This is an optimization exercise on Yosys and OpenROAD, whose aim is small area and a short achievable clock period, not a production implementation. Where RTL was checked, it was by simulation tests only, not by an equivalence proof against the original. Function not checked in run 3: the RTL went through the layout flow alone. Power and IR drop assume default switching activity.

[flow/run.sh]
#!/bin/bash
# The standard ORFS flow (the standard.sh), with these changes to how the layout is made:
#  - port buffers are buf_4 cells instead of the delay-type buffer buffer_ports picks by default;
#  - timing repair may resize a cell to any cell of the same function, not only to one of the same
#    footprint, so those buffers and the output registers' drivers can be resized;
#  - after global placement, flow/pin_regs.tcl moves each register that drives an output port
#    next to that port's buffer (detailed placement then legalizes it);
#  - clock tree synthesis clusters up to 25 sinks within 55 um per leaf buffer and spaces the
#    H-tree's buffers 250 um apart, which gives a lower insertion delay with fewer buffers.
# make's full output goes to flow_make.log here; each ORFS step logs under orfs/logs/.
set -euo pipefail
here=$(pwd)
bash standard.sh MATCH_CELL_FOOTPRINT=0 \
  "BUFFER_PORTS_ARGS=-buffer_cell sky130_fd_sc_hd__buf_4" \
  "POST_GLOBAL_PLACE_TCL=$here/flow/pin_regs.tcl" \
  "CTS_ARGS=-sink_clustering_enable -repair_clock_nets -distance_between_buffers 250 -sink_clustering_size 25 -sink_clustering_max_diameter 55" \
  finish > flow_make.log 2>&1
[flow/pin_regs.tcl]
# Move each register that drives an output port's buffer next to that buffer, so the register's
# clock-to-output path has no long wire; its longer input wire then lies on a register-to-register
# path. Detailed placement legalizes the moved registers afterwards.
set block [ord::get_db_block]
set die [$block getDieArea]
set cx [expr {([$die xMin] + [$die xMax]) / 2}]
set cy [expr {([$die yMin] + [$die yMax]) / 2}]
set moved 0
foreach bterm [$block getBTerms] {
  if {[$bterm getIoType] != "OUTPUT"} { continue }
  set net [$bterm getNet]
  if {$net == "NULL"} { continue }
  foreach it [$net getITerms] {
    if {![$it isOutputSignal]} { continue }
    set buf [$it getInst]
    foreach bit [$buf getITerms] {
      if {![$bit isInputSignal]} { continue }
      set n2 [$bit getNet]
      if {$n2 == "NULL"} { continue }
      foreach d [$n2 getITerms] {
        if {![$d isOutputSignal]} { continue }
        set reg [$d getInst]
        set m [[$reg getMaster] getName]
        if {![string match "*df*" $m]} { continue }
        lassign [$buf getLocation] bx by
        # a few microns from the buffer, towards the die centre
        set dx [expr {$cx - $bx}]
        set dy [expr {$cy - $by}]
        set len [expr {sqrt(double($dx) * $dx + double($dy) * $dy)}]
        if {$len < 1} { set len 1 }
        set step 8000
        set nx [expr {int($bx + $step * $dx / $len)}]
        set ny [expr {int($by + $step * $dy / $len)}]
        $reg setLocation $nx $ny
        incr moved
      }
    }
  }
}
puts "pin_regs: moved $moved registers next to their output buffers"
[standard.sh]
#!/bin/bash
# synth_recipe.tcl (not shown) runs the flow's synth.tcl, then flattens the netlist and writes it again
# the make line also repeats each setting of config.mk as NAME=value (left out here)
make -C /OpenROAD-flow-scripts/flow DESIGN_CONFIG=/design/flow/config.mk WORK_HOME=/design/flow/orfs CLKGATE_MAP_FILE= SYNTH_SCRIPT=/design/flow/synth_recipe.tcl "${@:-finish}"
[config.mk]
export PLATFORM = sky130hd
export DESIGN_NAME = m2_pingpong_block_buffer
export DESIGN_NICKNAME = m2_pingpong_block_buffer
export VERILOG_FILES = /design/flow/design.v
export SDC_FILE = /design/flow/constraint.sdc
export NUM_CORES = 4
export LEC_CHECK = 0
export CAP_MARGIN = 20
export CELL_PAD_IN_SITES_DETAIL_PLACEMENT = 0
export CELL_PAD_IN_SITES_GLOBAL_PLACEMENT = 0
export CORE_MARGIN = 2
export CORE_UTILIZATION = 60
export PLACE_DENSITY = 0.75
export SETUP_SLACK_MARGIN = 3.0
export SLEW_MARGIN = 20
[constraint.sdc]
create_clock -name core_clock -period 5.5 [get_ports {CLOCK_I}]
set_input_delay 1.1000 -clock core_clock [delete_from_list [all_inputs] [get_ports {CLOCK_I}]]
set_output_delay 1.1000 -clock core_clock [all_outputs]
set_load 0.01 [all_outputs]
[design.v]
module m2_pingpong_block_buffer #(
    parameter int DATA_W  = 32,
    parameter int BLK_DIM = 8
) (
    input  logic              CLOCK_I,
    input  logic              RESETN_I,
    input  logic              WR_VALID_I,
    input  logic [DATA_W-1:0] WR_DATA_I,
    output logic              WR_READY_O,
    output logic              WR_BLOCK_DONE_O,
    input  logic              RD_TRANSPOSE_I,
    output logic              RD_VALID_O,
    output logic [DATA_W-1:0] RD_DATA_O,
    output logic              RD_LAST_O,
    input  logic              RD_READY_I,
    output logic              RD_BLOCK_DONE_O,
    output logic [1:0]        BANK_FULL_O
);
    localparam int WORDS  = BLK_DIM * BLK_DIM;
    localparam int ADDR_W = $clog2(WORDS);
    localparam int LOG_N  = $clog2(BLK_DIM);
    localparam int ROWS   = 2 * BLK_DIM;    
    logic [DATA_W-1:0] st [ROWS][BLK_DIM];
    logic [ADDR_W-1:0] wr_cnt;
    logic              wr_bank;
    logic [1:0]        full;
    logic              wr_rdy;
    logic              wr_fire;
    logic              wr_fill;
    logic [ROWS-1:0]   wsel;     
    logic [ROWS-1:0]   wsel_rot;
    logic              idle;
    logic              pre;      
    logic              ld_ok;    
    logic              rd_bank;
    logic              tr_q;
    logic [ADDR_W-1:0] lc;       
    logic [ROWS-1:0]   rsel;     
    logic [ROWS-1:0]   rsel_rot;
    logic              vld;
    logic              last;
    logic [DATA_W-1:0] dout;
    logic              pop;
    logic              load;
    logic              rd_free;
    logic              start;
    logic [DATA_W-1:0] head;
    assign wr_fire = WR_VALID_I & wr_rdy;
    assign wr_fill = wr_fire & (wr_cnt == ADDR_W'(WORDS - 1));
    assign pop     = vld & RD_READY_I;
    assign load    = pre | (ld_ok & RD_READY_I);
    assign rd_free = pop & last;
    assign start   = idle & full[rd_bank];
    assign wsel_rot = {wsel[ROWS-2:0], wsel[ROWS-1]};
    assign rsel_rot = {rsel[ROWS-2:BLK_DIM], rsel[ROWS-1], rsel[BLK_DIM-2:0], rsel[BLK_DIM-1]};
    always_comb begin
        head = '0;
        for (int i = 0; i < ROWS; i++) head = head | ({DATA_W{rsel[i]}} & st[i][0]);
    end
    for (genvar i = 0; i < ROWS; i++) begin : g_row
        logic en;
        assign en = (wsel[i] & wr_fire) | (rsel[i] & load);
        always_ff @(posedge CLOCK_I) begin
            if (en) begin
                for (int j = 0; j < BLK_DIM - 1; j++) st[i][j] <= st[i][j+1];
                st[i][BLK_DIM-1] <= WR_DATA_I;
            end
        end
    end
    always_ff @(posedge CLOCK_I) begin
        dout <= ({DATA_W{load}} & head) | ({DATA_W{~load}} & dout);
    end
    always_ff @(posedge CLOCK_I) begin
        if (!RESETN_I) begin
            wr_cnt          <= '0;
            wr_bank         <= 1'b0;
            full            <= 2'b00;
            wr_rdy          <= 1'b1;
            wsel            <= ROWS'(1);
            idle            <= 1'b1;
            pre             <= 1'b0;
            ld_ok           <= 1'b0;
            rd_bank         <= 1'b0;
            tr_q            <= 1'b0;
            lc              <= '0;
            rsel            <= '0;
            vld             <= 1'b0;
            last            <= 1'b0;
            WR_BLOCK_DONE_O <= 1'b0;
            RD_BLOCK_DONE_O <= 1'b0;
        end else begin
            logic [1:0] full_n;
            logic       wr_bank_n;
            full_n    = full;
            wr_bank_n = wr_bank;
            if (wr_fill) begin
                wr_bank_n       = ~wr_bank;
                full_n[wr_bank] = 1'b1;
            end
            if (rd_free) full_n[rd_bank] = 1'b0;
            full    <= full_n;
            wr_bank <= wr_bank_n;
            wr_rdy  <= ~full_n[wr_bank_n];
            WR_BLOCK_DONE_O <= wr_fill;
            RD_BLOCK_DONE_O <= rd_free;
            if (wr_fire) begin
                wr_cnt <= wr_cnt + 1'b1;
                if (wr_cnt[LOG_N-1:0] == LOG_N'(BLK_DIM - 1)) wsel <= wsel_rot;
            end
            pre <= start;
            if (start) begin
                idle <= 1'b0;
                tr_q <= RD_TRANSPOSE_I;
                lc   <= '0;
                rsel <= '0;
                rsel[{rd_bank, LOG_N'(0)}] <= 1'b1;
            end
            if (pre) begin
                vld   <= 1'b1;
                ld_ok <= 1'b1;
            end
            if (load) begin
                lc   <= lc + 1'b1;
                if (tr_q || lc[LOG_N-1:0] == LOG_N'(BLK_DIM - 1)) rsel <= rsel_rot;
                last <= (lc == ADDR_W'(WORDS - 1));
                if (lc == ADDR_W'(WORDS - 1)) ld_ok <= 1'b0;
            end
            if (rd_free) begin
                idle    <= 1'b1;
                vld     <= 1'b0;
                rd_bank <= ~rd_bank;
            end
        end
    end
    assign WR_READY_O  = wr_rdy;
    assign RD_VALID_O  = vld;
    assign RD_DATA_O   = dout;
    assign RD_LAST_O   = last;
    assign BANK_FULL_O = full;
endmodule
==> results of run 1 <==
[worst max-delay path by stage]
stage,cells after the start,endpoint,slack [ps],from
3_5_place_dp,5,st[80][2]$_DFFE_PP_,1410,RD_READY_I
2_1_floorplan,5,st[0][0]$_DFFE_PP_,1720,RD_READY_I
6_report,1,RD_DATA_O[18],2880,register
4_1_cts,1,RD_DATA_O[18],2840,register
3_3_place_gp,4,st[80][6]$_DFFE_PP_,1500,WR_VALID_I
5_1_grt,1,RD_DATA_O[18],2830,register
[stage by stage]
| step | instance area, µm² | hold slack (ps) | util | cells |
|---|---|---|---|---|
| global placement | 134300 | 400.1 | 0.6269 | 7665 |
| global route | 141500 | 399.6 | 0.6607 | 8024 |
| CTS | 141400 | 394.0 | 0.6603 | 8021 |
| floorplan | 129300 | 400.3 | - | 4738 |
| finish | 141500 | 391.2 | 0.6607 | 8029 |
| detailed placement | 134300 | 404.5 | 0.6269 | 7665 |
[cells in the mapped netlist (3+ instances only)]
| library cell | n | share of area |
|---|---|---|
| a22oi_1 | 4 | 0.00023 |
| a21oi_1 | 21 | 0.00081 |
| xor2_1 | 5 | 0.00034 |
| edfxtp_1 | 4128 | 0.96 |
| a31oi_1 | 3 | 0.00015 |
| nor2_1 | 17 | 0.00049 |
| a221oi_1 | 128 | 0.0087 |
| nand2_1 | 46 | 0.0013 |
| ha_1 | 4 | 0.00039 |
| nor2_2 | 13 | 0.00063 |
| a22o_1 | 144 | 0.0098 |
| clkbuf_1 | 22 | 0.00064 |
| nand4_1 | 35 | 0.0017 |
| a22oi_2 | 10 | 0.00097 |
| and3_1 | 3 | 0.00015 |
| buf_2 | 42 | 0.0016 |
| buf_4 | 6 | 0.00035 |
| dfxtp_1 | 57 | 0.0088 |
| clkbuf_4 | 4 | 0.00023 |
| nand3_1 | 9 | 0.00035 |
[final cells by class]
type / instances / area (µm²)
fill: 12236 / 72670
timing repair inverter: 1 / 8.758
inverter: 3 / 23.77
multi-input combinational: 488 / 3960
timing repair buffer: 177 / 2059
tap: 2838 / 3551
sequential: 4185 / 125100
clock inverter: 79 / 1121
clock buffer: 252 / 5633
antenna: 6 / 15.01
[power by group through the flow]
stage	logic, mW	registers [mW]	clock network (mW)
4_1_cts	0.221	34.7	18.2
6_report	0.218	34.7	17.8
2_1_floorplan	0.0414	35.4	0
3_5_place_dp	0.213	35.4	0
5_1_grt	0.228	34.7	19.1
3_3_place_gp	0.209	35.4	0
[timing repair]
action	4_1_cts	5_1_grt
cloned	17	1
setup buffers	8	1
pin swaps	12	3
setup endpoints to repair	4102	810
gates resized for setup	54	16
[registers in the layout, summed over array words and instances, names as in the netlist, named ones only]
signal,cells
last,1
pre,1
vld,1
st,4096
tr_q,1
wr_rdy,1
ld_ok,1
lc,6
rd_bank,1
rsel,16
wr_cnt,6
WR_BLOCK_DONE_O,1
wr_bank,1
full,2
wsel,16
idle,1
RD_BLOCK_DONE_O,1
[per-layer routing]
metal | GRT usage | part of all wire | wire length [µm] | vias up
met5 | 0 | 0.00019 | 45 | -
met4 | 0.08348 | 0.041 | 9792 | 6
met3 | 0.03201 | 0.079 | 19010 | 508
met2 | 0.3534 | 0.49 | 116800 | 2541
met1 | 0.3085 | 0.39 | 94540 | 24840
li1 | - | - | - | 20062
[cells by family after synthesis]
logic type	count (synthesis)	synth area share
adders and majority gates	4	0.0003875
AOI/OAI and AO/OA	322	0.02149
muxes	4	0.0003875
and+or+nand+nor	134	0.005377
buffers and inverters	82	0.003284
DFF	4185	0.9686
xor gates and xnor gates	7	0.0004747
==> impl_metrics.json, run 1 <==
{
  "status": "finished clean",
  "overflow": 0,
  "final_common_cell": "edfxtp_1",
  "grt_usage": 0.2186,
  "worstRegToRegCells": 4,
  "layout-drive-gt1-share": 0.1090,
  "grt_max_degree": 137,
  "max_slew_margin": 0.3222,
  "synth.ff_latch_count": 4185,
  "viasPerCell": 5.973,
  "endpoint_kind": "output port",
  "dr.pass1.iters": 6,
  "mostFrequentLayoutCells": "edfxtp_1 (4128), clkbuf_16 (218), a22o_1 (128)",
  "nets": 5112,
  "setup_tns_ps": 0,
  "grt_pass1_vias": 46916,
  "syn_avg_cell_area_um2": 27.26,
  "numPortBuffers": 75,
  "yosysSeqAreaShare": 0.9686,
  "coreArea_um2": 214200,
  "hold_class": "reg2reg",
  "seqPwrFrac": 0.658,
  "synth_warnings": 2,
  "synth_nets": 4779,
  "crit_type": "reg2out",
  "rows": 170,
  "boundaryPins": 76,
  "min_to": "st[69][6]$_DFFE_PP_",
  "routed-via-count": 47957,
  "wl_um": 240200,
  "start_util": 0.6030,
  "clock.fmax_mhz": 381.8,
  "synth_area_um2": 129200,
  "power_switching_mw": 9.917,
  "hold_path_depth": 0,
  "cts_made_buffers": 215,
  "die_width_um": 468.0,
  "layout_setup_ws_ps": 2881,
  "die_h_um": 468.0,
  "regToRegSetupSlack_ps": 2990,
  "p_per_area_nw_per_um2": 372.6,
  "critPathSlowestCell": "edfxtp_1",
  "antenna_left": 0,
  "design.die.area_um2": 219000,
  "fin_skew_ps": 66.81,
  "vdd.ir_drop.worst_mv": 0.2993,
  "pre_cts_ws_ps": 1412,
  "htree_levels": 4,
  "synth.distinct_cells": 45,
  "cts_tree": "done",
  "drcViolationCount": 0,
  "grt_pass1_wl_um": 337800,
  "arrival_ps": 1520,
  "p_clk_frac": 0.338,
  "fin_crit_sh": 0.4762,
  "cts_num_sinks": 4185,
  "crit_path_max_incr_delay_ps": 470,
  "ys.flop_type": "edfxtp_1",
  "first_iter_violations": 6842,
  "path_buf_inv": 1,
  "cp.required_ps": 4400,
  "insertion_delay_ps": 910,
  "path_delay_family": "flip-flops",
  "start_kind": "register",
  "power_frac_comb": 0.004,
  "swShare": 0.1881,
  "hold_start": "st[70][6]$_DFFE_PP_",
  "p_leak_nw": 43.46,
  "slew_violations": 0,
  "fin_crit_ps": 2619,
  "crit_fanout": 1,
  "tightest_slew_ps": 1009,
  "finalPower_mw": 52.73,
  "setup_violations": 0,
  "p_int_mw": 42.81,
  "rr_startpoint": "rsel[4]$_SDFF_PN0_",
  "dp.final_hpwl_um": 118100,
  "clkTransAtPathRegs_ps": 100,
  "maxCapViolCount": 0,
  "synthCells": 4738,
  "avgRoutedWirePerCell_um": 29.92,
  "rsz0062_at_grt": "true",
  "cts_root_buf": "clkbuf_16",
  "cts_buffer_depth": 4,
  "hold_viol": 0,
  "antenna_found_initial": 18,
  "crit_chain": "buf_6",
  "area_growth_pct": 9.573,
  "synth_edf_count": 4128,
  "ctsHoldBuffers": 0,
  "async_reset_ff_frac": 0
}
==> run 2, diff against run 1 <==
--- a/flow/run.sh
+++ b/flow/run.sh
@@ -7,3 +7,3 @@
 #    next to that port's buffer (detailed placement then legalizes it);
-#  - clock tree synthesis clusters up to 25 sinks within 55 um per leaf buffer and spaces the
+#  - clock tree synthesis clusters up to 30 sinks within 55 um per leaf buffer and spaces the
 #    H-tree's buffers 250 um apart, which gives a lower insertion delay with fewer buffers.
@@ -15,3 +15,3 @@
   "POST_GLOBAL_PLACE_TCL=$here/flow/pin_regs.tcl" \
-  "CTS_ARGS=-sink_clustering_enable -repair_clock_nets -distance_between_buffers 250 -sink_clustering_size 25 -sink_clustering_max_diameter 55" \
+  "CTS_ARGS=-sink_clustering_enable -repair_clock_nets -distance_between_buffers 250 -sink_clustering_size 30 -sink_clustering_max_diameter 55" \
   finish > flow_make.log 2>&1
==> run 2 against run 1 <==
Effect of this change:
- global-route usage about the same
- routed wire length down 0.14%
- sequential power about the same
- critical path type unchanged
- via count down 0.26%
- critical path depth unchanged
- largest cell class unchanged
- synthesized cell count unchanged
- still clean
- critical endpoint unchanged
- worst hold slack better by 2.8 ps
- cell count about the same
- power down 0.12%
- register-to-register slack about the same
==> impl_metrics.json, run 2 <==
{
  "cts_buffer_depth": 4,
  "reg_top3": "st x4096, rsel x16, wsel x16",
  "synth_largest_area_cell": "edfxtp_1",
  "die_width_um": 468.0,
  "cts_num_sinks": 4185,
  "yosys-top-cells-area": "edfxtp_1 (96%), a22o_1 (0.98%), dfxtp_1 (0.88%)",
  "async_reset_ff_frac": 0,
  "fin_skew_ps": 44.81,
  "layout-drive-gt1-share": 0.1157,
  "setup_tns_ps": 0,
  "htree_levels": 4,
  "fin_cells": 8036,
  "antenna_left": 0,
  "maxCapViolCount": 0,
  "insertion_delay_ps": 880,
  "viasPerCell": 5.952,
  "first_iter_violations": 6487,
  "grt_pass1_wl_um": 337100,
  "crit_fanout": 1,
  "seqPwrFrac": 0.659,
  "power_switching_mw": 10.29,
  "coreArea_um2": 214200,
  "avgRoutedWirePerCell_um": 29.85,
  "start_util": 0.6030,
  "clock.fmax_mhz": 385.0,
  "synth.distinct_cells": 45,
  "p_clk_frac": 0.337,
  "die_h_um": 468.0,
  "ys.flop_type": "edfxtp_1",
  "fin_crit_ps": 2597,
  "setup_violations": 0,
  "routed-via-count": 47833,
  "synth.ff_latch_count": 4185,
  "wl_um": 239900,
  "p_int_mw": 42.37,
  "synth_area_um2": 129200,
  "cts_tree": "done",
  "fill_cells": 12204,
  "largest_register_ffs": 4096,
  "finalPower_mw": 52.66,
  "dp.final_hpwl_um": 118100,
  "status": "finished clean",
  "cts_made_buffers": 201,
  "ctsHoldBuffers": 0,
  "nets": 5102,
  "numPortBuffers": 75,
  "boundaryPins": 76,
  "clkTransAtPathRegs_ps": 100,
  "tightest_slew_ps": 1097,
  "antenna_found_initial": 19,
  "area_growth_pct": 9.687,
  "overflow": 0,
  "path_delay_family": "flip-flops",
  "drcViolationCount": 0,
  "crit_path_max_incr_delay_ps": 470,
  "dp.cells": 7665,
  "cp.required_ps": 4400,
  "rsz0062_at_grt": "true",
  "final_common_cell": "edfxtp_1",
  "endpoint_kind": "output port",
  "fin_crit_sh": 0.4723,
  "mostFrequentLayoutCells": "edfxtp_1 (4128), clkbuf_16 (205), a22o_1 (128)",
  "power_frac_comb": 0.004,
  "dr.pass1.iters": 6,
  "grt_max_degree": 137,
  "synth_warnings": 2,
  "start_kind": "register",
  "largest_register": "st",
  "yosysSeqAreaShare": 0.9686,
  "slew_violations": 0,
  "critPathSlowestCell": "edfxtp_1",
  "arrival_ps": 1500,
  "hold_ws_ps": 393.9,
  "syn_avg_cell_area_um2": 27.26,
  "rows": 170,
  "crit_type": "reg2out",
  "max_slew_margin": 0.2689,
  "hold_viol": 0,
  "grt_usage": 0.2190,
  "crit_chain": "buf_6",
  "cts_root_buf": "clkbuf_16",
  "design.die.area_um2": 219000,
  "vdd.ir_drop.worst_mv": 0.2895,
  "swShare": 0.1955,
  "grt_pass1_vias": 46993,
  "synthCells": 4738,
  "synth_nets": 4779,
  "path_buf_inv": 1,
  "synth_top_cell_area_share": 0.9598,
  "synth_most_common_cell": "edfxtp_1",
  "synth_edf_count": 4128,
  "p_per_area_nw_per_um2": 371.7,
  "hold_class": "reg2reg",
  "ys_top_cells_by_count": "edfxtp_1 (4128), a22o_1 (144), a221oi_1 (128)",
  "p_leak_nw": 43.52
}
run 2: cell counts after synthesis:
Identical to the previous run, type by type.
run 2: logic make-up (layout without fill, tap and decap cells):
family,after synthesis,in the layout,synth area share
buffers and inverters,82,517,0.003284
muxes,4,4,0.0003875
and+or+nand+nor,134,135,0.005377
DFF,4185,4185,0.9686
xor gates and xnor gates,7,7,0.0004747
AOI/OAI and AO/OA,322,342,0.02149
other,0,4,0
adders and majority gates,4,4,0.0003875
run 2: final cells by class:
type | instances | area [µm²] | share of cell area
Inverter | 3 | 37.54 | 0.0002650
Multi-Input combinational cell | 492 | 4020 | 0.02838
Clock inverter | 125 | 1667 | 0.01176
Timing Repair Buffer | 178 | 2072 | 0.01463
Antenna cell | 4 | 10.01 | 0.00007066
Sequential cell | 4185 | 125100 | 0.8834
Clock buffer | 211 | 5162 | 0.03644
Tap cell | 2838 | 3551 | 0.02507
run 2: through the flow:
stage	setup slack (ps)	cell area, µm²	utilization
after global placement	1496	134300	0.6269
after global routing	2856	141700	0.6614
after floorplan	1719	129300	-
after detailed placement	1412	134300	0.6269
final	2903	141700	0.6614
after CTS	2855	141600	0.6609
run 2: power by group through the flow:
stage	clock (mW)	sequential (mW)	combinational (mW)
floorplan	0	35.4	0.0414
global placement	0	35.4	0.209
detailed placement	0	35.4	0.213
CTS	18.1	34.7	0.222
global route	19.0	34.7	0.229
finish	17.7	34.7	0.219
run 2: path summary, 6_finish.rpt:
| kind | cells after the start | start | end | slack [ps] |
|---|---|---|---|---|
| hold reg to reg | 0 | st[58][6]$_DFFE_PP_ | st[57][6]$_DFFE_PP_ | 390 |
| setup / recovery | 1 | register | RD_DATA_O[18] | 2900 |
| hold / removal | 0 | st[58][6]$_DFFE_PP_ | st[57][6]$_DFFE_PP_ | 390 |
| setup reg to reg | 4 | rsel[9]$_SDFF_PN0_ | register | 2980 |
run 2: timing repair:
item                                    4_1_cts  5_1_grt
setup buffers                                 8        2
pin swaps                                    13        2
endpoints found under the setup margin     4117      718
endpoints found under the hold margin         0        0
resized for setup                            56       16
gates cloned                                 20        1
run 2: layer usage:
metal	share of wire	wire length (µm)	track usage	up-vias
li1	-	-	-	20092
met2	0.48	116200	0.3533	2630
met4	0.041	9900	0.08192	6
met5	0.00020	49	0	-
met3	0.083	19840	0.03482	524
met1	0.39	93920	0.3084	24581
==> run 3, diff against run 2 <==
--- a/design.v
+++ b/design.v
@@ -31,2 +31,4 @@
     logic [ROWS-1:0]   wsel_rot;
+    logic [ROWS-1:0]   wen_q;
+    logic [DATA_W-1:0] wq_data;
     logic              idle;
@@ -61,3 +63,3 @@
         logic en;
-        assign en = (wsel[i] & wr_fire) | (rsel[i] & load);
+        assign en = wen_q[i] | (rsel[i] & load);
         always_ff @(posedge CLOCK_I) begin
@@ -65,3 +67,3 @@
                 for (int j = 0; j < BLK_DIM - 1; j++) st[i][j] <= st[i][j+1];
-                st[i][BLK_DIM-1] <= WR_DATA_I;
+                st[i][BLK_DIM-1] <= wq_data;
             end
@@ -70,3 +72,3 @@
     always_ff @(posedge CLOCK_I) begin
-        dout <= ({DATA_W{load}} & head) | ({DATA_W{~load}} & dout);
+        wq_data <= WR_DATA_I;
     end
@@ -79,2 +81,3 @@
             wsel            <= ROWS'(1);
+            wen_q           <= '0;
             idle            <= 1'b1;
@@ -90,2 +93,3 @@
             RD_BLOCK_DONE_O <= 1'b0;
+            dout            <= '0;
         end else begin
@@ -105,2 +109,3 @@
             RD_BLOCK_DONE_O <= rd_free;
+            wen_q <= wsel & {ROWS{wr_fire}};
             if (wr_fire) begin
@@ -127,2 +132,3 @@
             end
+            if (load) dout <= head;
             if (rd_free) begin
--- a/flow/run.sh
+++ b/flow/run.sh
@@ -5,5 +5,5 @@
 #    footprint, so those buffers and the output registers' drivers can be resized;
-#  - after global placement, flow/pin_regs.tcl moves each register that drives an output port
-#    next to that port's buffer (detailed placement then legalizes it);
-#  - clock tree synthesis clusters up to 30 sinks within 55 um per leaf buffer and spaces the
+#  - after global placement, flow/pin_regs.tcl moves each output port's buffer, and the register driving it,
+#    next to the port's pin (detailed placement then legalizes them);
+#  - clock tree synthesis clusters up to 25 sinks within 55 um per leaf buffer and spaces the
 #    H-tree's buffers 250 um apart, which gives a lower insertion delay with fewer buffers.
@@ -15,3 +15,3 @@
   "POST_GLOBAL_PLACE_TCL=$here/flow/pin_regs.tcl" \
-  "CTS_ARGS=-sink_clustering_enable -repair_clock_nets -distance_between_buffers 250 -sink_clustering_size 30 -sink_clustering_max_diameter 55" \
+  "CTS_ARGS=-sink_clustering_enable -repair_clock_nets -distance_between_buffers 250 -sink_clustering_size 25 -sink_clustering_max_diameter 55" \
   finish > flow_make.log 2>&1
==> flow/pin_regs.tcl (replaced) <==
# Move each output port's buffer, and the register that drives it, next to the port's pin, so the
# register's clock-to-output path has no long wire; the register's longer input wire then lies on a
# register-to-register path. Detailed placement legalizes the moved cells afterwards.
set block [ord::get_db_block]
set die [$block getDieArea]
set moved 0
foreach bterm [$block getBTerms] {
  if {[$bterm getIoType] != "OUTPUT"} { continue }
  set net [$bterm getNet]
  if {$net == "NULL"} { continue }
  lassign [$bterm getFirstPinLocation] ok px py
  if {!$ok} { continue }
  # inward unit vector from the die edge the pin sits on
  set ux 0
  set uy 0
  if {$px - [$die xMin] < 1000} { set ux 1 } elseif {[$die xMax] - $px < 1000} { set ux -1 } \
  elseif {$py - [$die yMin] < 1000} { set uy 1 } else { set uy -1 }
  foreach it [$net getITerms] {
    if {![$it isOutputSignal]} { continue }
    set buf [$it getInst]
    $buf setLocation [expr {$px + $ux * 4000}] [expr {$py + $uy * 4000}]
    foreach bit [$buf getITerms] {
      if {![$bit isInputSignal]} { continue }
      set n2 [$bit getNet]
      if {$n2 == "NULL"} { continue }
      foreach d [$n2 getITerms] {
        if {![$d isOutputSignal]} { continue }
        set reg [$d getInst]
        if {![string match "*df*" [[$reg getMaster] getName]]} { continue }
        $reg setLocation [expr {$px + $ux * 9000}] [expr {$py + $uy * 9000}]
        incr moved
      }
    }
  }
}
puts "pin_regs: moved $moved output buffers and their registers next to the pins"
==> run 3 against run 2 <==
Effect of this change:
- still clean on timing, DRC and antenna
- register-to-register slack got worse by 50 ps
- routed wire length rose by 8.7%
- non-clock buffer count rose by 51
- synthesized area rose by 0.90%
- setup slack improved by 28 ps
- sequential power barely moved
- critical endpoint is now st[94][22]$_DFFE_PP_
- largest cell class unchanged
==> impl_metrics.json, run 3 <==
{
  "status": "finished clean",
  "die_width_um": 470.1,
  "cts_root_buf": "clkbuf_16",
  "fin_crit_ps": 2569,
  "swShare": 0.1956,
  "max_slew_margin": 0.2774,
  "rows": 171,
  "ys.flop_type": "edfxtp_1",
  "p_int_mw": 43.36,
  "finalCoreUtilization": 0.6645,
  "synth.distinct_cells": 41,
  "power_switching_mw": 10.55,
  "syn_avg_cell_area_um2": 26.69,
  "cp.required_ps": 6030,
  "die_h_um": 470.1,
  "area_growth_pct": 10.41,
  "critPathSlowestCell": "dfxtp_2",
  "crit_path_max_incr_delay_ps": 600,
  "p_clk_frac": 0.347,
  "fin_cells": 8285,
  "grt_max_degree": 113,
  "final_common_cell": "edfxtp_1",
  "start_kind": "register",
  "dr.pass1.iters": 7,
  "viasPerCell": 6.037,
  "synth_warnings": 2,
  "avgRoutedWirePerCell_um": 31.46,
  "setup_violations": 0,
  "cts_num_sinks": 4233,
  "crit_top_cell": "a21o_4",
  "mostFrequentLayoutCells": "edfxtp_1 (4096), clkbuf_16 (226), buf_4 (128)",
  "grt_pass1_vias": 48593,
  "layout-drive-gt1-share": 0.1283,
  "first_iter_violations": 7874,
  "dpl_cell_area_um2": 135400,
  "dp.final_hpwl_um": 123400,
  "power_frac_comb": 0.003,
  "arrival_ps": 3100,
  "slew_violations": 0,
  "antenna_left": 0,
  "p_per_area_nw_per_um2": 374.6,
  "wl_um": 260600,
  "synth_edf_count": 4096,
  "ys_top_cells_by_count": "edfxtp_1 (4096), dfxtp_1 (137), a22o_1 (96)",
  "grt_pass1_wl_um": 359500,
  "stdcell_area_um2": 143900,
  "setup_tns_ps": 0,
  "synth.ff_latch_count": 4233,
  "async_reset_ff_frac": 0,
  "ctsHoldBuffers": 0,
  "synth_top_cell_area_share": 0.9438,
  "cts_tree": "done",
  "rsz0062_at_grt": "true",
  "synth_area_um2": 130300,
  "antenna_found_initial": 29,
  "coreArea_um2": 216500,
  "clock.fmax_mhz": 389.2,
  "largest_register": "st",
  "yosysSeqAreaShare": 0.9649,
  "vdd.ir_drop.worst_mv": 0.2674,
  "endpoint_kind": "register",
  "synth_most_common_cell": "edfxtp_1",
  "drcViolationCount": 0,
  "dp.cells": 7815,
  "hold_class": "in2reg",
  "synthCells": 4882,
  "synth_largest_area_cell": "edfxtp_1",
  "synth_nets": 4923,
  "finalPower_mw": 53.90,
  "yosys-top-cells-area": "edfxtp_1 (94%), dfxtp_1 (2.1%), a22o_1 (0.65%)",
  "largest_register_ffs": 4096,
  "nets": 5306,
  "crit_type": "reg2reg",
  "crit_chain": "a21o_4 -> buf_6 -> a21o_4 -> buf_16",
  "cts_made_buffers": 224,
  "start_util": 0.6019,
  "numPortBuffers": 75,
  "cts_buffer_depth": 4,
  "overflow": 0,
  "maxCapViolCount": 0,
  "grt_usage": 0.2314,
  "clkTransAtPathRegs_ps": 90,
  "tightest_slew_ps": 1082,
  "routed-via-count": 50014,
  "insertion_delay_ps": 940,
  "fin_crit_sh": 0.4671,
  "p_leak_nw": 44.20,
  "fin_skew_ps": 94.45,
  "boundaryPins": 76,
  "hold_viol": 0,
  "htree_levels": 4,
  "crit_fanout": 76,
  "design.die.area_um2": 220900,
  "reg_top3": "st x4096, dout x32, wq_data x32",
  "seqPwrFrac": 0.650
}
-- run 3: cell types whose count changed in the layout (fill, tap and decap cells not counted), moves of 22 or more --
cell,before,now
a21o_4,0,22
buf_4,92,128
edfxtp_1,4128,4096
and3_1,3,50
a22o_1,128,96
dfxtp_4,8,44
o21ai_0,2,37
a221oi_2,5,27
a22oi_1,4,78
clkbuf_1,5,54
a221oi_1,123,69
nand4_1,35,3
dfxtp_1,35,70
a41oi_1,0,23
-- run 3: timing repair --
action / in CTS / in global routing
gates resized for setup: 147 / 16
setup endpoints to repair: 3371 / 1231
pin swaps: 7 / 0
cloned: 17 / 4
buffers inserted: 48 / 9
-- run 3: worst paths after layout --
kind	startpoint	endpoint	slack (ps)	cells after the start
max reg2reg	ld_ok$_SDFF_PN0_	st[94][22]$_DFFE_PP_	2930	4
min	WR_DATA_I[4]	wq_data[4]$_DFF_P_	250	1
min reg2reg	st[45][12]$_DFFE_PP_	st[44][12]$_DFFE_PP_	370	0
max	ld_ok$_SDFF_PN0_	st[94][22]$_DFFE_PP_	2930	4
-- run 3: layout make-up --
type | instances | area, µm²
clock buffers | 289 | 5959
well taps | 2854 | 3571
fillers | 12333 | 72640
inverters | 2 | 7.507
clock inverters | 95 | 1262
repair buffers | 229 | 2591
flip-flops and latches | 4233 | 125900
diodes | 8 | 20.02
multi-input cells | 575 | 4537
-- run 3: kinds of logic after synthesis --
logic type	after synthesis	synth area share
simple gates	152	0.005732
fa+ha+maj	4	0.0003841
buf+inv	93	0.003687
compound gates	393	0.02481
mux	2	0.0002016
xor+xnor	5	0.0003361
flops	4233	0.9649
-- run 3: power groups by stage --
| stage | combinational (mW) | clock [mW] | sequential [mW] |
|---|---|---|---|
| 2_1_floorplan | 0.0421 | 0 | 35.7 |
| 3_3_place_gp | 0.170 | 0 | 35.8 |
| 3_5_place_dp | 0.176 | 0 | 35.8 |
| 4_1_cts | 0.182 | 18.9 | 35.0 |
| 5_1_grt | 0.190 | 19.9 | 35.0 |
| 6_report | 0.183 | 18.7 | 35.0 |
-- run 3: stage by stage --
step                      worst slack, ps  hold slack (ps)
after CTS                            2884            193.7
after global placement               1748            400.1
after floorplan                      1822            400.3
after global routing                 2936            215.6
after detailed placement             1675            404.5
final                                2931            252.0
-- run 3: routing by layer --
| metal | part of all wire | up-vias | global-route usage | routed length, µm |
|---|---|---|---|---|
| li1 | - | 20691 | - | - |
| met1 | 0.38 | 25680 | 0.3249 | 98360 |
| met2 | 0.48 | 3112 | 0.3694 | 126200 |
| met3 | 0.10 | 525 | 0.04817 | 25960 |
| met4 | 0.039 | 6 | 0.07838 | 10130 |
| met5 | 0.00012 | - | 0 | 31 |
-- run 3: worst max-delay path: cells and delay by family, from the launching register on --
family / cells / cell delay, ps
flops: 1 / 600
buf+inv: 2 / 680
compound gates: 2 / 680
==> run 4, diff against run 3 <==
--- a/design.v
+++ b/design.v
@@ -31,4 +31,3 @@
     logic [ROWS-1:0]   wsel_rot;
-    logic [ROWS-1:0]   wen_q;
-    logic [DATA_W-1:0] wq_data;
+    logic [ROWS-1:0]   wsel_ok;  
     logic              idle;
@@ -41,2 +40,3 @@
     logic [ROWS-1:0]   rsel_rot;
+    logic [ROWS-1:0]   rsel_ok;  
     logic              vld;
@@ -63,3 +63,3 @@
         logic en;
-        assign en = wen_q[i] | (rsel[i] & load);
+        assign en = (wsel_ok[i] & WR_VALID_I) | (rsel_ok[i] & RD_READY_I) | (rsel[i] & pre);
         always_ff @(posedge CLOCK_I) begin
@@ -67,8 +67,5 @@
                 for (int j = 0; j < BLK_DIM - 1; j++) st[i][j] <= st[i][j+1];
-                st[i][BLK_DIM-1] <= wq_data;
+                st[i][BLK_DIM-1] <= WR_DATA_I;
             end
         end
-    end
-    always_ff @(posedge CLOCK_I) begin
-        wq_data <= WR_DATA_I;
     end
@@ -81,3 +78,4 @@
             wsel            <= ROWS'(1);
-            wen_q           <= '0;
+            wsel_ok         <= ROWS'(1);
+            rsel_ok         <= '0;
             idle            <= 1'b1;
@@ -109,3 +107,2 @@
             RD_BLOCK_DONE_O <= rd_free;
-            wen_q <= wsel & {ROWS{wr_fire}};
             if (wr_fire) begin
@@ -133,2 +130,20 @@
             if (load) dout <= head;
+            begin
+                logic [ROWS-1:0] wsel_n;
+                logic [ROWS-1:0] rsel_n;
+                logic            ld_ok_n;
+                wsel_n = wsel;
+                if (wr_fire && wr_cnt[LOG_N-1:0] == LOG_N'(BLK_DIM - 1)) wsel_n = wsel_rot;
+                wsel_ok <= wsel_n & {ROWS{~full_n[wr_bank_n]}};
+                rsel_n = rsel;
+                if (start) begin
+                    rsel_n = '0;
+                    rsel_n[{rd_bank, LOG_N'(0)}] = 1'b1;
+                end
+                if (load && (tr_q || lc[LOG_N-1:0] == LOG_N'(BLK_DIM - 1))) rsel_n = rsel_rot;
+                ld_ok_n = ld_ok;
+                if (pre) ld_ok_n = 1'b1;
+                if (load && lc == ADDR_W'(WORDS - 1)) ld_ok_n = 1'b0;
+                rsel_ok <= rsel_n & {ROWS{ld_ok_n}};
+            end
             if (rd_free) begin
==> run 4 against run 3 <==
Effect of this change:
- still clean
- sequential power barely moved
- critical path type unchanged
- clock-buffer cell count fell by 9
- final area fell by 0.58%
==> impl_metrics.json, run 4 <==
{
  "grt_pass1_vias": 48573,
  "synth.distinct_cells": 50,
  "synth_top_cell_area_share": 0.9454,
  "crit_path_max_incr_delay_ps": 540,
  "dr.pass1.iters": 9,
  "synth_area_um2": 130100,
  "die_h_um": 469.6,
  "setup_violations": 0,
  "status": "finished clean",
  "fin_crit_ps": 2617,
  "wl_um": 247500,
  "hold_viol": 0,
  "coreArea_um2": 215000,
  "swShare": 0.1902,
  "seqPwrFrac": 0.654,
  "synth_nets": 4932,
  "fin_skew_ps": 64.60,
  "grt_usage": 0.2211,
  "ys_top_cells_by_count": "edfxtp_1 (4096), dfxtp_1 (121), a221oi_1 (96), a22o_1 (96), a22oi_1 (78)",
  "reg_top3": "st x4096, dout x32",
  "antenna_found_initial": 23,
  "setup_tns_ps": 0,
  "regArea_um2": 125600,
  "drcViolationCount": 0,
  "fill_cells": 12287,
  "grt_max_degree": 153,
  "hold_class": "reg2reg",
  "routed-via-count": 49602,
  "async_reset_ff_frac": 0,
  "dpl_cell_area_um2": 135000,
  "synth_edf_count": 4096,
  "die_width_um": 469.6,
  "clkTransAtPathRegs_ps": 100,
  "power_frac_comb": 0.004,
  "synth_warnings": 2,
  "largest_register_ffs": 4096,
  "antenna_left": 0,
  "stdcell_area_um2": 143100,
  "tightest_slew_ps": 1149,
  "cts_root_buf": "clkbuf_16",
  "critPathSlowestCell": "a222oi_1",
  "overflow": 0,
  "numPortBuffers": 75,
  "crit_type": "reg2reg",
  "p_int_mw": 43.20,
  "synthCells": 4891,
  "maxCapViolCount": 0,
  "cts_tree": "done",
  "first_iter_violations": 7138,
  "max_slew_margin": 0.2340,
  "path_delay_family": "buffers and inverters",
  "dp.final_hpwl_um": 119700,
  "start_util": 0.6050,
  "p_per_area_nw_per_um2": 372.9,
  "yosys-top-cells-area": "edfxtp_1 (95%), dfxtp_1 (1.9%), a221oi_1 (0.65%)",
  "power_switching_mw": 10.14,
  "vdd.ir_drop.worst_mv": 0.2673,
  "crit_chain": "a222oi_1 -> clkinvlp_4 -> buf_12 -> buf_16",
  "clock.fmax_mhz": 382.1,
  "insertion_delay_ps": 920,
  "cp.required_ps": 6010,
  "crit_fanout": 82,
  "boundaryPins": 76,
  "final_common_cell": "edfxtp_1",
  "area_growth_pct": 9.958,
  "cts_made_buffers": 217,
  "largest_register": "st",
  "synth_largest_area_cell": "edfxtp_1",
  "p_leak_nw": 43.95,
  "rsz0062_at_grt": "true",
  "yosysSeqAreaShare": 0.9641,
  "viasPerCell": 6.010,
  "synth_most_common_cell": "edfxtp_1",
  "start_kind": "register",
  "p_clk_frac": 0.342,
  "htree_levels": 4,
  "design.die.area_um2": 220600,
  "ys.flop_type": "edfxtp_1",
  "grt_pass1_wl_um": 348500,
  "fin_crit_sh": 0.4759,
  "layout-drive-gt1-share": 0.1221,
  "ctsHoldBuffers": 0,
  "cts_num_sinks": 4217,
  "rows": 170,
  "arrival_ps": 3120,
  "multi_input_area_um2": 4307,
  "path_buf_inv": 3,
  "nets": 5313,
  "slew_violations": 0,
  "endpoint_kind": "register",
  "syn_avg_cell_area_um2": 26.60,
  "cts_buffer_depth": 4,
  "avgRoutedWirePerCell_um": 29.99,
  "synth.ff_latch_count": 4217,
  "mostFrequentLayoutCells": "edfxtp_1 (4096), clkbuf_16 (222), buf_4 (175)"
}
==> run 4: cell types whose count changed after synthesis, moves of 18 or more <==
cell and change:
clkbuf_1 +41, nand2_1 -32, buf_2 -30, nor2_1 +30
a221oi_1 +20, a221oi_2 -20, and3_1 -18
==> run 4: worst paths after layout <==
kind | start | end | slack, ps | cells after the start
setup / recovery | rsel[10]$_SDFF_PN0_ | st[85][19]$_DFFE_PP_ | 2880 | 4
hold / removal | st[85][19]$_DFFE_PP_ | st[84][19]$_DFFE_PP_ | 390 | 0
setup reg to reg | rsel[10]$_SDFF_PN0_ | st[85][19]$_DFFE_PP_ | 2880 | 4
hold reg to reg | st[85][19]$_DFFE_PP_ | st[84][19]$_DFFE_PP_ | 390 | 0
==> run 4: final cells by class <==
type / instances / area share
Sequential cell: 4217 / 0.8779
Timing Repair Buffer: 250 / 0.01767
Clock buffer: 280 / 0.04058
Clock inverter: 74 / 0.007601
Timing Repair inverter: 6 / 0.0002799
Multi-Input combinational cell: 561 / 0.03011
Tap cell: 2838 / 0.02482
Inverter: 19 / 0.0009184
Antenna cell: 8 / 0.0001399
==> run 4: repair_timing <==
action	4_1_cts	5_1_grt
setup buffers	83	0
setup endpoints to repair	3575	532
resized for setup	127	11
gates cloned	7	2
hold endpoints to repair	0	0
pin swaps	6	1
==> run 4: per-layer routing <==
metal | vias up | global-route usage | part of all wire
li1 | 20685 | - | -
met4 | 4 | 0.06468 | 0.027
met2 | 2686 | 0.3522 | 0.48
met1 | 25817 | 0.3238 | 0.40
met5 | - | 0 | 0.000085
met3 | 410 | 0.03484 | 0.087
==> run 4: power by group through the flow <==
| stage | clock, mW | sequential (mW) | combinational [mW] |
|---|---|---|---|
| 5_1_grt | 19.5 | 34.9 | 0.238 |
| 2_1_floorplan | 0 | 35.6 | 0.0472 |
| 3_5_place_dp | 0 | 35.6 | 0.224 |
| 6_report | 18.3 | 34.9 | 0.225 |
| 4_1_cts | 18.5 | 34.9 | 0.230 |
| 3_3_place_gp | 0 | 35.6 | 0.219 |
==> run 4: kinds of logic after synthesis <==
logic type / after synthesis / share of synthesized area
AND/OR/NAND/NOR: 147 / 0.006011
multiplexers: 18 / 0.001491
XOR/XNOR: 4 / 0.0002693
flip-flops: 4217 / 0.9641
adder cells (fa/ha/maj): 4 / 0.0003847
buffers and inverters: 114 / 0.003751
AO/OA/AOI/OAI: 387 / 0.02402
==> run 4: metrics by stage <==
step	power, mW	utilization	setup slack [ps]	hold slack, ps	instances
finish	53.35	0.6652	2883	387.2	8253
global route	54.62	0.6651	2943	400.5	8247
CTS	53.62	0.6645	2943	385.1	8242
detailed placement	35.84	0.6276	1629	404.5	7798
global placement	35.83	0.6275	1709	400.0	7798
floorplan	35.66	-	-641.8	400.3	4891
==> run 5, diff against run 4 <==
--- a/config.mk
+++ b/config.mk
@@ -13,3 +13,3 @@
 export PLACE_DENSITY = 0.75
-export SETUP_SLACK_MARGIN = 3.0
+export SETUP_SLACK_MARGIN = 3.3
 export SLEW_MARGIN = 20
==> run 5 against run 4 <==
Effect of this change:
- sequential share of layout area is 0.41 points lower
- setup slack better by 100 ps
- global-route usage increased by 0.40 points
- clock-buffer cell count stayed put
- clock power is essentially flat
- first-iteration DRC count is 7.5% higher
- sequential power barely moved
- cell count is 0.41% higher
- routed wire length up 2.8%
- via count increased by 1.1%
- non-clock buffer count grew 38
- critical endpoint is now RD_DATA_O[19]
- largest cell class unchanged
==> impl_metrics.json, run 5 <==
{
  "avgRoutedWirePerCell_um": 30.69,
  "fin_skew_ps": 73.39,
  "nets": 5352,
  "antenna_found_initial": 28,
  "coreArea_um2": 215000,
  "die_width_um": 469.6,
  "die_h_um": 469.6,
  "insertion_delay_ps": 930,
  "critPathLaunch": "dout[19]$_SDFFE_PN0N_",
  "p_per_area_nw_per_um2": 371.4,
  "synth_largest_area_cell": "edfxtp_1",
  "synth_most_common_cell": "edfxtp_1",
  "cp.required_ps": 4400,
  "status": "finished clean",
  "max_slew_margin": 0.3544,
  "numPortBuffers": 75,
  "maxCapViolCount": 0,
  "cts_num_sinks": 4217,
  "synth_warnings": 2,
  "area_growth_pct": 10.49,
  "fin_cells": 8287,
  "rsz0062_at_grt": "true",
  "synth_area_um2": 130100,
  "grt_max_degree": 153,
  "synth_edf_count": 4096,
  "viasPerCell": 6.049,
  "wl_um": 254300,
  "hold_viol": 0,
  "antenna_left": 0,
  "overflow": 0,
  "finalCoreUtilization": 0.6684,
  "dr.pass1.iters": 9,
  "htree_levels": 4,
  "grt_pass1_vias": 48868,
  "arrival_ps": 1420,
  "synth_nets": 4932,
  "synthCells": 4891,
  "p_leak_nw": 44.26,
  "yosys-top-cells-area": "edfxtp_1 (95%), dfxtp_1 (1.9%), a221oi_1 (0.65%)",
  "ctsHoldBuffers": 0,
  "clkTransAtPathRegs_ps": 100,
  "layout-drive-gt1-share": 0.1313,
  "vdd.ir_drop.worst_mv": 0.2619,
  "drcViolationCount": 0,
  "cts_root_buf": "clkbuf_16",
  "synth.distinct_cells": 50,
  "ys.flop_type": "edfxtp_1",
  "largest_register_ffs": 4096,
  "crit_type": "reg2out",
  "routed-via-count": 50132,
  "mostFrequentLayoutCells": "edfxtp_1 (4096), clkbuf_16 (226), buf_4 (176)",
  "crit_chain": "buf_6",
  "largest_register": "st",
  "rows": 170,
  "fin_crit_ps": 2517,
  "grt_pass1_wl_um": 352700,
  "cts_tree": "done",
  "tightest_slew_ps": 968.5,
  "first_iter_violations": 7676,
  "reg_top3": "st x4096, dout x32",
  "fin_crit_sh": 0.4577,
  "rr_startpoint": "pre$_SDFF_PN0_",
  "synth_top_cell_area_share": 0.9454,
  "critPathSlowestCell": "dfxtp_4",
  "grt_usage": 0.2251,
  "ys_top_cells_by_count": "edfxtp_1 (4096), dfxtp_1 (121), a221oi_1 (96), a22o_1 (96), a22oi_1 (78)",
  "path_delay_family": "flip-flops",
  "syn_avg_cell_area_um2": 26.60,
  "path_buf_inv": 1,
  "endpoint_kind": "output port",
  "synth.ff_latch_count": 4217,
  "crit_fanout": 2,
  "yosysSeqAreaShare": 0.9641,
  "final_common_cell": "edfxtp_1",
  "start_util": 0.6050,
  "clock.fmax_mhz": 397.3,
  "boundaryPins": 76,
  "slew_violations": 0,
  "cts_buffer_depth": 4,
  "hold_start": "st[85][19]$_DFFE_PP_",
  "start_kind": "register",
  "design.die.area_um2": 220600,
  "dp.final_hpwl_um": 119700,
  "cts_made_buffers": 217,
  "hold_class": "reg2reg",
  "crit_path_max_incr_delay_ps": 370,
  "setup_violations": 0,
  "async_reset_ff_frac": 0,
  "dp.cells": 7798
}
[run 5: kinds of logic after synthesis]
family,count (synthesis),synth area share
xor gates and xnor gates,4,0.0002693
AOI/OAI and AO/OA,387,0.02402
buffers and inverters,114,0.003751
adders and majority gates,4,0.0003847
DFF,4217,0.9641
muxes,18,0.001491
and+or+nand+nor,147,0.006011
[run 5: cell type report]
type                       count  area [µm²]
multi-input combinational    562        4438
sequential                  4217      125600
inverter                      19       131.4
timing repair buffer         288        3088
fill                       12225       71300
clock inverter                74        1087
tap                         2838        3551
timing repair inverter         6       40.04
antenna                        3       7.507
clock buffer                 280        5806
[run 5: repair_timing]
action,in CTS,in global routing
pin swaps,9,8
setup endpoints to repair,4142,1011
gates cloned,11,4
buffers inserted,92,25
resized for setup,184,18
[run 5: path summary, 6_finish.rpt]
kind / end / slack [ps] / cells after the start
worst max-delay path: RD_DATA_O[19] / 2980 / 1
worst min-delay path: st[84][19]$_DFFE_PP_ / 390 / 0
worst max register to register: st[79][11]$_DFFE_PP_ / 3190 / 6
worst min register to register: st[84][19]$_DFFE_PP_ / 390 / 0
[run 5: where the power goes]
| group | internal [mW] | switching (mW) | leakage [nW] | total, mW |
|---|---|---|---|---|
| Sequential | 34.8 | 0.0411 | 38.0 | 34.9 |
| Clock | 8.34 | 9.95 | 3.34 | 18.3 |
| Combinational | 0.0343 | 0.196 | 2.90 | 0.230 |
| Total | 43.2 | 10.2 | 44.3 | 53.4 |
[run 5: layer usage]
layer,vias to the layer above,track usage,part of all wire
met1,25953,0.3260,0.39
met4,8,0.06999,0.030
met3,429,0.03854,0.092
li1,20759,-,-
met2,2983,0.3581,0.48
met5,-,0.0004326,0.00020
[run 5: metrics by stage]
| stage | setup TNS [ps] | instance area, µm² | worst slack (ps) | hold slack [ps] | power, mW |
|---|---|---|---|---|---|
| after floorplan | -2454020 | 130200 | -641.8 | 400.3 | 35.66 |
| after global routing | 0 | 143700 | 2943 | 392.3 | 54.61 |
| after CTS | 0 | 143300 | 2943 | 385.1 | 53.62 |
| after detailed placement | 0 | 135000 | 1629 | 404.5 | 35.84 |
| after global placement | 0 | 134900 | 1709 | 400.0 | 35.83 |
| final | 0 | 143700 | 2983 | 387.2 | 53.39 |
==> run 6, diff against run 5 <==
--- a/flow/run.sh
+++ b/flow/run.sh
@@ -8,3 +8,3 @@
 #  - clock tree synthesis clusters up to 25 sinks within 55 um per leaf buffer and spaces the
-#    H-tree's buffers 250 um apart, which gives a lower insertion delay with fewer buffers.
+#    H-tree's buffers 250 um apart, which gives a lower insertion delay with fewer buffers; it adds no dummy loads.
 # make's full output goes to flow_make.log here; each ORFS step logs under orfs/logs/.
@@ -15,3 +15,3 @@
   "POST_GLOBAL_PLACE_TCL=$here/flow/pin_regs.tcl" \
-  "CTS_ARGS=-sink_clustering_enable -repair_clock_nets -distance_between_buffers 250 -sink_clustering_size 25 -sink_clustering_max_diameter 55" \
+  "CTS_ARGS=-sink_clustering_enable -repair_clock_nets -distance_between_buffers 250 -sink_clustering_size 25 -sink_clustering_max_diameter 55 -dont_use_dummy_load" \
   finish > flow_make.log 2>&1
==> run 6 against run 5 <==
Effect of this change:
- still clean on timing, DRC and antenna
- maximum frequency hardly changed
- die area did not move
- via count fell by 0.52%
- final area is 0.96% lower
- sequential share of layout area rose by 0.85 points
- worst hold slack got worse by 46 ps
- power decreased by 3.9%
- utilization down 0.64 points
- first-iteration DRC count down 4.3%
- synthesized area stayed put
- critical path depth unchanged
- highest routed layer unchanged
==> impl_metrics.json, run 6 <==
{
  "crit_fanout": 2,
  "synth_nets": 4932,
  "wl_um": 252500,
  "hold_class": "reg2reg",
  "first_iter_violations": 7343,
  "largest_register_ffs": 4096,
  "hold_viol": 0,
  "crit_type": "reg2out",
  "slew_violations": 0,
  "p_per_area_nw_per_um2": 360.2,
  "start_util": 0.6050,
  "async_reset_ff_frac": 0,
  "layout-drive-gt1-share": 0.1206,
  "path_delay_family": "flip-flops",
  "clock.fmax_mhz": 397.3,
  "htree_levels": 4,
  "cts_buffer_depth": 4,
  "cts_tree": "done",
  "overflow": 0,
  "endpoint_kind": "output port",
  "cts_made_buffers": 217,
  "path_buf_inv": 1,
  "grt_pass1_vias": 48546,
  "nets": 5351,
  "synth.ff_latch_count": 4217,
  "crit_path_max_incr_delay_ps": 370,
  "pre_cts_ws_ps": 1629,
  "ys.flop_type": "edfxtp_1",
  "critPathLaunch": "dout[0]$_SDFFE_PN0N_",
  "avgRoutedWirePerCell_um": 30.95,
  "coreArea_um2": 215000,
  "arrival_ps": 1420,
  "fin_crit_sh": 0.4577,
  "antenna_left": 0,
  "hold_ws_ps": 341.3,
  "finalPower_mw": 51.28,
  "multi_input_area_um2": 4503,
  "synth_warnings": 2,
  "cts_root_buf": "clkbuf_16",
  "fill_cells": 12383,
  "final_common_cell": "edfxtp_1",
  "synth_edf_count": 4096,
  "mostFrequentLayoutCells": "edfxtp_1 (4096), clkbuf_16 (223), buf_4 (176)",
  "p_leak_nw": 43.59,
  "cp.required_ps": 4400,
  "start_kind": "register",
  "grt_usage": 0.2228,
  "max_slew_margin": 0.3482,
  "syn_avg_cell_area_um2": 26.60,
  "maxCapViolCount": 0,
  "dp.final_hpwl_um": 119700,
  "vdd.ir_drop.worst_mv": 0.2650,
  "rr_startpoint": "rsel[10]$_SDFF_PN0_",
  "grt_max_degree": 145,
  "dr.pass1.iters": 9,
  "numPortBuffers": 75,
  "viasPerCell": 6.113,
  "drcViolationCount": 0,
  "grt_pass1_wl_um": 350500,
  "setup_violations": 0,
  "tightest_slew_ps": 977.7,
  "synth_top_cell_area_share": 0.9454,
  "fin_crit_ps": 2517,
  "ys_top_cells_by_count": "edfxtp_1 (4096), dfxtp_1 (121), a221oi_1 (96), a22o_1 (96), a22oi_1 (78)",
  "critPathSlowestCell": "dfxtp_4",
  "status": "finished clean",
  "reg_top3": "st x4096, dout x32",
  "synth_most_common_cell": "edfxtp_1",
  "layout_setup_ws_ps": 2983,
  "fin_skew_ps": 135.6,
  "clkTransAtPathRegs_ps": 90,
  "cts_num_sinks": 4217,
  "insertion_delay_ps": 940,
  "yosysSeqAreaShare": 0.9641,
  "area_growth_pct": 9.429,
  "yosys-top-cells-area": "edfxtp_1 (95%), dfxtp_1 (1.9%), a221oi_1 (0.65%)",
  "boundaryPins": 76,
  "synth.distinct_cells": 50,
  "die_width_um": 469.6,
  "synth_area_um2": 130100,
  "synth_largest_area_cell": "edfxtp_1",
  "largest_register": "st",
  "synthCells": 4891,
  "regArea_um2": 125600,
  "crit_chain": "buf_6",
  "design.die.area_um2": 220600,
  "routed-via-count": 49871,
  "hold_start": "st[99][7]$_DFFE_PP_",
  "finalCoreUtilization": 0.6620,
  "antenna_found_initial": 21,
  "rows": 170,
  "die_h_um": 469.6,
  "rsz0062_at_grt": "true"
}
-- run 6: cell counts after synthesis --
Identical to the previous run, type by type.
-- run 6: layout make-up --
class / count / share of cell area
antenna: 12 / 0.0002109
clock buffer: 217 / 0.03814
inverter: 19 / 0.0009228
multi-input combinational: 562 / 0.03163
sequential: 4217 / 0.8822
tap: 2838 / 0.02494
timing repair buffer: 287 / 0.02162
timing repair inverter: 6 / 0.0002988
-- run 6: stage by stage --
stage	cell area (µm²)	cells	TNS (ps)
6_report	142400	8158	0
5_1_grt	142300	8147	0
4_1_cts	141900	8118	0
3_5_place_dp	135000	7798	0
3_3_place_gp	134900	7798	0
2_1_floorplan	130200	4891	-2454020
-- run 6: path summary, 6_finish.rpt --
| path | end | slack, ps | depth (start not counted) |
|---|---|---|---|
| min reg2reg | st[98][7]$_DFFE_PP_ | 340 | 0 |
| min | st[98][7]$_DFFE_PP_ | 340 | 0 |
| max reg2reg | st[87][13]$_DFFE_PP_ | 3140 | 4 |
| max | RD_DATA_O[0] | 2980 | 1 |
-- run 6: what timing repair did --
item / 4_1_cts / 5_1_grt
setup endpoints to repair: 4136 / 1003
buffers inserted: 92 / 24
hold buffers: 0 / 0
gates resized for setup: 192 / 25
cloned: 11 / 4
pin swaps: 9 / 6
-- run 6: logic make-up after synthesis --
family / after synthesis / synth area share
flip-flops: 4217 / 0.9641
AO/OA/AOI/OAI: 387 / 0.02402
AND/OR/NAND/NOR: 147 / 0.006011
buffers and inverters: 114 / 0.003751
multiplexers: 18 / 0.001491
XOR/XNOR: 4 / 0.0002693
adder cells (fa/ha/maj): 4 / 0.0003847
-- run 6: routing by layer --
metal | routed length [µm] | global-route usage | up-vias
li1 | - | - | 20619
met1 | 100500 | 0.3312 | 25886
met2 | 121000 | 0.3542 | 2928
met3 | 23720 | 0.03255 | 436
met4 | 7200 | 0.06067 | 2
met5 | 11 | 0 | -
-- run 6: report_power, final --
part	internal, mW	total (mW)	switching, mW
Clock	7.02	16.2	9.16
Combinational	0.0317	0.227	0.195
Sequential	34.8	34.9	0.0413
Total	41.9	51.3	9.40

afterwards: timing with drivers on the ports:
How much do the figures lean on ideal ports? The routed layouts below were timed once more, with nothing changed but the port constraints. Step 1 sets driving cells, clkbuf_16 on the clock port and buf_2 on the other inputs (assumed; they add their load-dependent delay and slew). Step 2, shift: input delay + t, output delay - t, t = (earliest + latest rising clock arrival at the registers) / 2. This alone moves slack from input paths to output paths. Three values: ideal ports, drivers, drivers and shift; two values: the first two.
run	t, ns	setup WS [ns]	worst setup path after step 2	slew at the worst register clock pin (ns)	worst data-port slew with drivers (ns)
run 1	0.976	2.881 / 2.785 / 2.018	input to register	0.11 / 0.11	0.18
run 2	0.963	2.903 / 2.809 / 2.105	input to register	0.12 / 0.12	0.19
run 3	0.993	2.931 / 2.887 / 2.164	input to register	0.11 / 0.11	0.10
run 4	0.978	2.883 / 2.883 / 2.029	input to register	0.12 / 0.12	0.19
run 5	0.967	2.983 / 2.913 / 2.269	input to register	0.11 / 0.11	0.19
run 6	0.955	2.983 / 2.903 / 2.291	input to register	0.12 / 0.12	0.20
After both steps every run listed still meets setup and hold. For run 1, which loses most, drivers alone change the setup slack by -0.096 ns; drivers and shift together by -0.863 ns.
